Background: an optimization exercise with open tools, aiming at small area, a short achievable clock period and few clock cycles. Do not read the settings as production practice.
Function was checked by simulation only, so behaviour that the tests miss may differ from the original.
Power is estimated from default activity; no workload was simulated.

==> flow/design.v <==
`timescale 1ns/1ps
`default_nettype none
module xbar_aoi3 (
    input  logic [2:0] a,
    input  logic [2:0] b,
    output logic       y_n
);
    assign y_n = !((a[0] & b[0]) | (a[1] & b[1]) | (a[2] & b[2]));
endmodule
module xbar_aoi2 (
    input  logic [1:0] a,
    input  logic [1:0] b,
    output logic       y_n
);
    assign y_n = !((a[0] & b[0]) | (a[1] & b[1]));
endmodule
module xbar_bit (
    input  logic [7:0] en,
    input  logic [7:0] d,
    input  logic       hold,
    input  logic       q,
    output logic       nxt
);
    logic [2:0] t_n;
    xbar_aoi3 u_t0 (.a(en[2:0]), .b(d[2:0]), .y_n(t_n[0]));
    xbar_aoi3 u_t1 (.a(en[5:3]), .b(d[5:3]), .y_n(t_n[1]));
    xbar_aoi3 u_t2 (.a({hold, en[7:6]}), .b({q, d[7:6]}), .y_n(t_n[2]));
    assign nxt = !(&t_n);
endmodule
module xbar_hold_bit (
    input  logic load,
    input  logic d,
    input  logic hold,
    input  logic q,
    output logic nxt
);
    assign nxt = (load & d) | (hold & q);
endmodule
`default_nettype wire
`default_nettype none
module xbar_ready (
    input  logic out_valid,
    input  logic out_ready,
    output logic ready
);
    assign ready = !out_valid || out_ready;
endmodule
`default_nettype wire
`timescale 1ns/1ps
`default_nettype none
module reorder_crossbar (
    input  logic                                clk,
    input  logic                                arst_n,
    input  logic                                in_valid,
    input  logic [8*(16 + 2 + (2 * (16 + 4 + 2)))-1:0]       in_pe,
    input  logic [4*8-1:0]      in_data,
    output logic                                in_ready,
    output logic                                out_valid,
    output logic [((16 + 1 + 4 * 8) + 4 * ((2 * (16 + 4 + 2)) + 1))-1:0]                  out_beat,
    input  logic                                out_ready
);
    localparam int NPE    = 8;
    localparam int HIW    = 4;
    localparam int HIWL   = 2;
    localparam int AW     = 16;
    localparam int ROW_W  = (2 * (16 + 4 + 2));
    localparam int PE_W   = (16 + 2 + (2 * (16 + 4 + 2)));
    localparam int LANE_W = ((2 * (16 + 4 + 2)) + 1);
    localparam int DW     = HIW * 8;
    logic load;
    logic hold;
    xbar_ready u_load  (.out_valid(out_valid), .out_ready(out_ready), .ready(load));
    xbar_ready u_ready (.out_valid(out_valid), .out_ready(out_ready), .ready(in_ready));
    assign hold = !load;
    logic [HIW-1:0] sel [NPE];
    logic [NPE-1:0] act;
    always_comb begin
        for (int i = 0; i < NPE; i++) begin
            act[i] = load && in_pe[i*PE_W + PE_W - 1];
            for (int j = 0; j < HIW; j++) begin
                sel[i][j] = act[i] &&
                    (in_pe[i*PE_W + ROW_W + 1 +: HIWL] == HIWL'(j));
            end
        end
    end
    logic [AW-1:HIWL]     head_q, head_d;
    logic                 delim_q, delim_d;
    logic [DW-1:0]        data_q, data_d;
    logic [HIW-1:0]       rv_q, rv_d;
    logic [ROW_W-1:0]     row_q [HIW];
    logic [ROW_W-1:0]     row_d [HIW];
    logic [NPE-1:0]       lane_en  [HIW];
    logic [NPE-1:0]       row_bits [ROW_W];
    logic [NPE-1:0]       head_bits [AW];
    logic [NPE-1:0]       delim_bits;
    always_comb begin
        for (int i = 0; i < NPE; i++) begin
            for (int j = 0; j < HIW; j++) lane_en[j][i] = sel[i][j];
            for (int b = 0; b < ROW_W; b++) row_bits[b][i] = in_pe[i*PE_W + b];
            for (int b = 0; b < AW; b++) head_bits[b][i] = in_pe[i*PE_W + ROW_W + 1 + b];
            delim_bits[i] = in_pe[i*PE_W + ROW_W];
        end
    end
    for (genvar b = HIWL; b < AW; b++) begin : g_head
        xbar_bit u_bit (
            .en(act), .d(head_bits[b]), .hold(hold), .q(head_q[b]), .nxt(head_d[b]));
    end
    xbar_bit u_delim (
        .en(act), .d(delim_bits), .hold(hold), .q(delim_q), .nxt(delim_d));
    for (genvar j = 0; j < HIW; j++) begin : g_lane
        assign rv_d[j] = (hold & rv_q[j]) | (|lane_en[j]);
        for (genvar b = 0; b < ROW_W; b++) begin : g_row
            xbar_bit u_bit (
                .en(lane_en[j]), .d(row_bits[b]), .hold(hold), .q(row_q[j][b]),
                .nxt(row_d[j][b]));
        end
    end
    for (genvar b = 0; b < DW; b++) begin : g_data
        xbar_hold_bit u_bit (
            .load(load), .d(in_data[b]), .hold(hold), .q(data_q[b]), .nxt(data_d[b]));
    end
    always_ff @(posedge clk or negedge arst_n) begin
        if (!arst_n) begin
            out_valid <= 1'b0;
        end else if (load) begin
            out_valid <= in_valid;
        end
    end
    always_ff @(posedge clk) begin
        head_q  <= head_d;
        delim_q <= delim_d;
        data_q  <= data_d;
        rv_q    <= rv_d;
        for (int j = 0; j < HIW; j++) row_q[j] <= row_d[j];
    end
    always_comb begin
        out_beat[((16 + 1 + 4 * 8) + 4 * ((2 * (16 + 4 + 2)) + 1))-1 -: AW-HIWL]   = head_q;
        out_beat[((16 + 1 + 4 * 8) + 4 * ((2 * (16 + 4 + 2)) + 1))-AW +: HIWL]       = '0;
        out_beat[DW + HIW*LANE_W]        = delim_q;
        out_beat[HIW*LANE_W +: DW]       = data_q;
        for (int j = 0; j < HIW; j++)
            out_beat[j*LANE_W +: LANE_W] = {rv_q[j], row_q[j]};
    end
endmodule
`default_nettype wire
clock: 4.0 ns
lec_check: 0
cap_margin: 20
cell_pad_in_sites_detail_placement: 2
cell_pad_in_sites_global_placement: 2
core_area: 3 3 262 262
die_area: 0 0 265 265
place_density: 0.45
setup_slack_margin: 2.0
slew_margin: 20
synth_hierarchical: 1
tns_end_percent: 0
standard.sh (not shown) runs the stock make flow with config.mk's settings and CLKGATE_MAP_FILE= SYNTH_SCRIPT=/design/flow/synth_recipe.tcl, a recipe that flattens the netlist after the stock synthesis.
==> flow/flow/run.sh <==
#!/bin/bash
# Standard layout (standard.sh, the standard flow's own ORFS flow) with these changes:
#  - the port buffers are plain buf_1 cells instead of the delay buffers
#    buffer_ports picks by default (every port still gets its buffer);
#  - pins are placed by annealing, with each bit slice's pins kept together
#    (flow/pin_groups.txt, made by gen/make_pin_groups.py);
#  - clock tree synthesis without dummy balancing loads.
# make's full output goes to standard.log; ORFS keeps each step's log under orfs/logs.
export BUFFER_PORTS_ARGS="-buffer_cell sky130_fd_sc_hd__buf_1"
export PLACE_PINS_ARGS="-annealing $(cat flow/pin_groups.txt)"
export CTS_ARGS="-sink_clustering_enable -repair_clock_nets -dont_use_dummy_load"
bash standard.sh > standard.log 2>&1
Other scripts of this flow, unchanged in this note and not shown: flow/flow/pin_groups.txt
The baseline did not get past I/O pin placement (3_2_place_iop) on PPL-0107.
Testbench counts at the start, summed over its fixed seeds: cycles 9,200.
Then changed:
--- a/flow/flow/run.sh
+++ b/flow/flow/run.sh
@@ -5,8 +5,9 @@
 #  - pins are placed by annealing, with each bit slice's pins kept together
 #    (flow/pin_groups.txt, made by gen/make_pin_groups.py);
-#  - clock tree synthesis without dummy balancing loads.
+#  - clock tree synthesis without dummy balancing loads, with sink clusters
+#    of up to 30 registers within 200 um.
 # make's full output goes to standard.log; ORFS keeps each step's log under orfs/logs.
 export BUFFER_PORTS_ARGS="-buffer_cell sky130_fd_sc_hd__buf_1"
 export PLACE_PINS_ARGS="-annealing $(cat flow/pin_groups.txt)"
-export CTS_ARGS="-sink_clustering_enable -repair_clock_nets -dont_use_dummy_load"
+export CTS_ARGS="-sink_clustering_enable -repair_clock_nets -dont_use_dummy_load -sink_clustering_size 30 -sink_clustering_max_diameter 200"
 bash standard.sh > standard.log 2>&1
After rerunning:
- The new run never finished: it broke off in I/O pin placement (3_2_place_iop) with PPL-0107
- synthesized area stays the same
- synthesized cell count does not change

========
Starts from the design.v that is shown in full above.
export LEC_CHECK = 0
export CAP_MARGIN = 20
export CELL_PAD_IN_SITES_DETAIL_PLACEMENT = 2
export CELL_PAD_IN_SITES_GLOBAL_PLACEMENT = 2
export CORE_AREA = 3 3 262 262
export DIE_AREA = 0 0 265 265
export PLACE_DENSITY = 0.45
export SETUP_SLACK_MARGIN = 2.0
export SLEW_MARGIN = 20
export SYNTH_HIERARCHICAL = 1
export TNS_END_PERCENT = 0
create_clock -name core_clock -period 4.0 [get_ports {clk}]
==> flow/flow/run.sh <==
#!/bin/bash
# Standard layout (standard.sh, the standard flow's own ORFS flow) with these changes:
#  - the port buffers are plain buf_1 cells instead of the delay buffers
#    buffer_ports picks by default (every port still gets its buffer);
#  - after ORFS's pin placement, flow/place_pins.tcl lays the pins out in the
#    order of flow/pin_order.txt (made by gen/make_pin_order.py), which keeps
#    each bit slice's inputs and outputs together;
#  - clock tree synthesis without dummy balancing loads.
# make's full output goes to standard.log; ORFS keeps each step's log under orfs/logs.
export BUFFER_PORTS_ARGS="-buffer_cell sky130_fd_sc_hd__buf_1"
export POST_IO_PLACEMENT_TCL="$PWD/flow/place_pins.tcl"
export FLOW_PIN_ORDER="$PWD/flow/pin_order.txt"
export CTS_ARGS="-sink_clustering_enable -repair_clock_nets -dont_use_dummy_load"
bash standard.sh > standard.log 2>&1
Other scripts of this flow, unchanged in this note and not shown: flow/flow/pin_order.txt, flow/flow/place_pins.tcl
The starting point completed with no timing, DRC or antenna violations.
Testbench counts at the start, summed over its fixed seeds: cycles 9,200.
Next try:
--- a/flow/flow/run.sh
+++ b/flow/flow/run.sh
@@ -8 +8 @@
-#  - clock tree synthesis without dummy balancing loads.
+#  - clock tree synthesis from clkbuf_8 cells, without dummy balancing loads.
@@ -13 +13 @@
-export CTS_ARGS="-sink_clustering_enable -repair_clock_nets -dont_use_dummy_load"
+export CTS_ARGS="-sink_clustering_enable -repair_clock_nets -dont_use_dummy_load -buf_list sky130_fd_sc_hd__clkbuf_8"
Effect: Via count falls by 1.1%; utilization falls by 0.51 points; flip-flop and latch count is unchanged; sequential share of layout area rises by 0.50 points; total power falls by 6.3%; wire length falls by 0.98%; design area falls by 1.9%; die area is unchanged; non-clock buffer count falls by 9.
Next try:
--- a/flow/flow/run.sh
+++ b/flow/flow/run.sh
@@ -8 +8,3 @@
-#  - clock tree synthesis from clkbuf_8 cells, without dummy balancing loads.
+#  - after global placement, flow/upsize_ports.tcl makes the port buffers of
+#    the widely fanned-out control inputs buf_4;
+#  - clock tree synthesis without dummy balancing loads.
@@ -13 +15,2 @@
-export CTS_ARGS="-sink_clustering_enable -repair_clock_nets -dont_use_dummy_load -buf_list sky130_fd_sc_hd__clkbuf_8"
+export POST_GLOBAL_PLACE_TCL="$PWD/flow/upsize_ports.tcl"
+export CTS_ARGS="-sink_clustering_enable -repair_clock_nets -dont_use_dummy_load"
==> flow/flow/upsize_ports.tcl (new file) <==
# Runs after global placement (POST_GLOBAL_PLACE_TCL): the port buffers of
# the control inputs (each PE's mask and lane-select address bits, and
# out_ready), whose nets fan out across the whole design, become buf_4
# instead of buf_1. Every port keeps its one buffer.
set block [ord::get_db_block]
set ports {out_ready}
for { set i 0 } { $i < 8 } { incr i } {
  foreach b {61 45 46} { lappend ports "in_pe\[[expr {$i * 62 + $b}]\]" }
}
set master [[ord::get_db] findMaster sky130_fd_sc_hd__buf_4]
set n 0
foreach p $ports {
  set bt [$block findBTerm $p]
  if { $bt eq "NULL" } { continue }
  foreach it [[$bt getNet] getITerms] {
    set inst [$it getInst]
    if { [[$inst getMaster] getName] eq "sky130_fd_sc_hd__buf_1" } {
      $inst swapMaster $master
      incr n
    }
  }
}
puts "upsize_ports.tcl: $n port buffers now buf_4"
- CELL_PAD_IN_SITES_DETAIL_PLACEMENT: 2 -> 1
- CELL_PAD_IN_SITES_GLOBAL_PLACEMENT: 2 -> 1
- PLACE_DENSITY: 0.45 -> 0.5
Final area shrinks by 1.4%.
First-iteration DRC count grows by 5.3%.
Total power shrinks by 0.95%.
Routed wire length shrinks by 19%.
Non-clock buffer count shrinks by 8.
Sequential share of layout area grows by 0.35 points.
Global-route usage shrinks by 6.2 points.
Setup slack gains 0.059 ns.
Next try:
--- a/flow/flow/run.sh
+++ b/flow/flow/run.sh
@@ -8,2 +7,0 @@
-#  - after global placement, flow/upsize_ports.tcl makes the port buffers of
-#    the widely fanned-out control inputs buf_4;
@@ -15 +12,0 @@
-export POST_GLOBAL_PLACE_TCL="$PWD/flow/upsize_ports.tcl"
- CELL_PAD_IN_SITES_DETAIL_PLACEMENT: 1 -> 2
- CELL_PAD_IN_SITES_GLOBAL_PLACEMENT: 1 -> 2
- PLACE_DENSITY: 0.5 -> 0.45
- SETUP_SLACK_MARGIN: 2.0 -> 2.4
removed: flow/flow/upsize_ports.tcl
Effect:
- via count came out higher by a few percent
- critical path depth came out higher by 2
- register-to-register slack loses 0.03 ns
- core utilization came out higher by 0.60 points
- global-route usage came out higher by 7.0 points
- setup slack loses 0.039 ns

afterwards: timing with drivers on the ports:
The flow's constraints put no driver on any port. The routed layouts listed below were extracted and timed again, unchanged, in two steps.
Step 1 sets driving cells, clkbuf_16 on the clock port and buf_2 on the other inputs (assumed; they add their load-dependent delay and slew).
Step 2 times the ports against the registers' clock, not the clock port: input delays grow and output delays shrink by t, the midpoint of the rising clock arrivals with the driver on.
Three values: no drivers, after step 1, after step 2; two values: the first two.
run	t (ns)	setup WS [ns]	worst hold slack (ns)	worst register clock-pin slew, ns	pins driven straight from the clock port
the first run of note 2	0.599	1.892 / 1.882 / 1.305	0.454 / 0.420 / 0.471	0.06 / 0.06	1
the second run of note 2	0.694	1.823 / 1.777 / 1.161	0.345 / 0.314 / 0.471	0.06 / 0.06	1
the third run of note 2	0.637	1.882 / 1.882 / 1.284	0.457 / 0.427 / 0.468	0.07 / 0.07	1
the fourth run of note 2	0.602	1.843 / 1.850 / 1.278	0.451 / 0.415 / 0.472	0.06 / 0.06	1
After both steps every run listed still meets setup and hold. For the second run of note 2, which loses most, drivers alone change the setup slack by -0.046 ns; drivers and shift together by -0.662 ns.
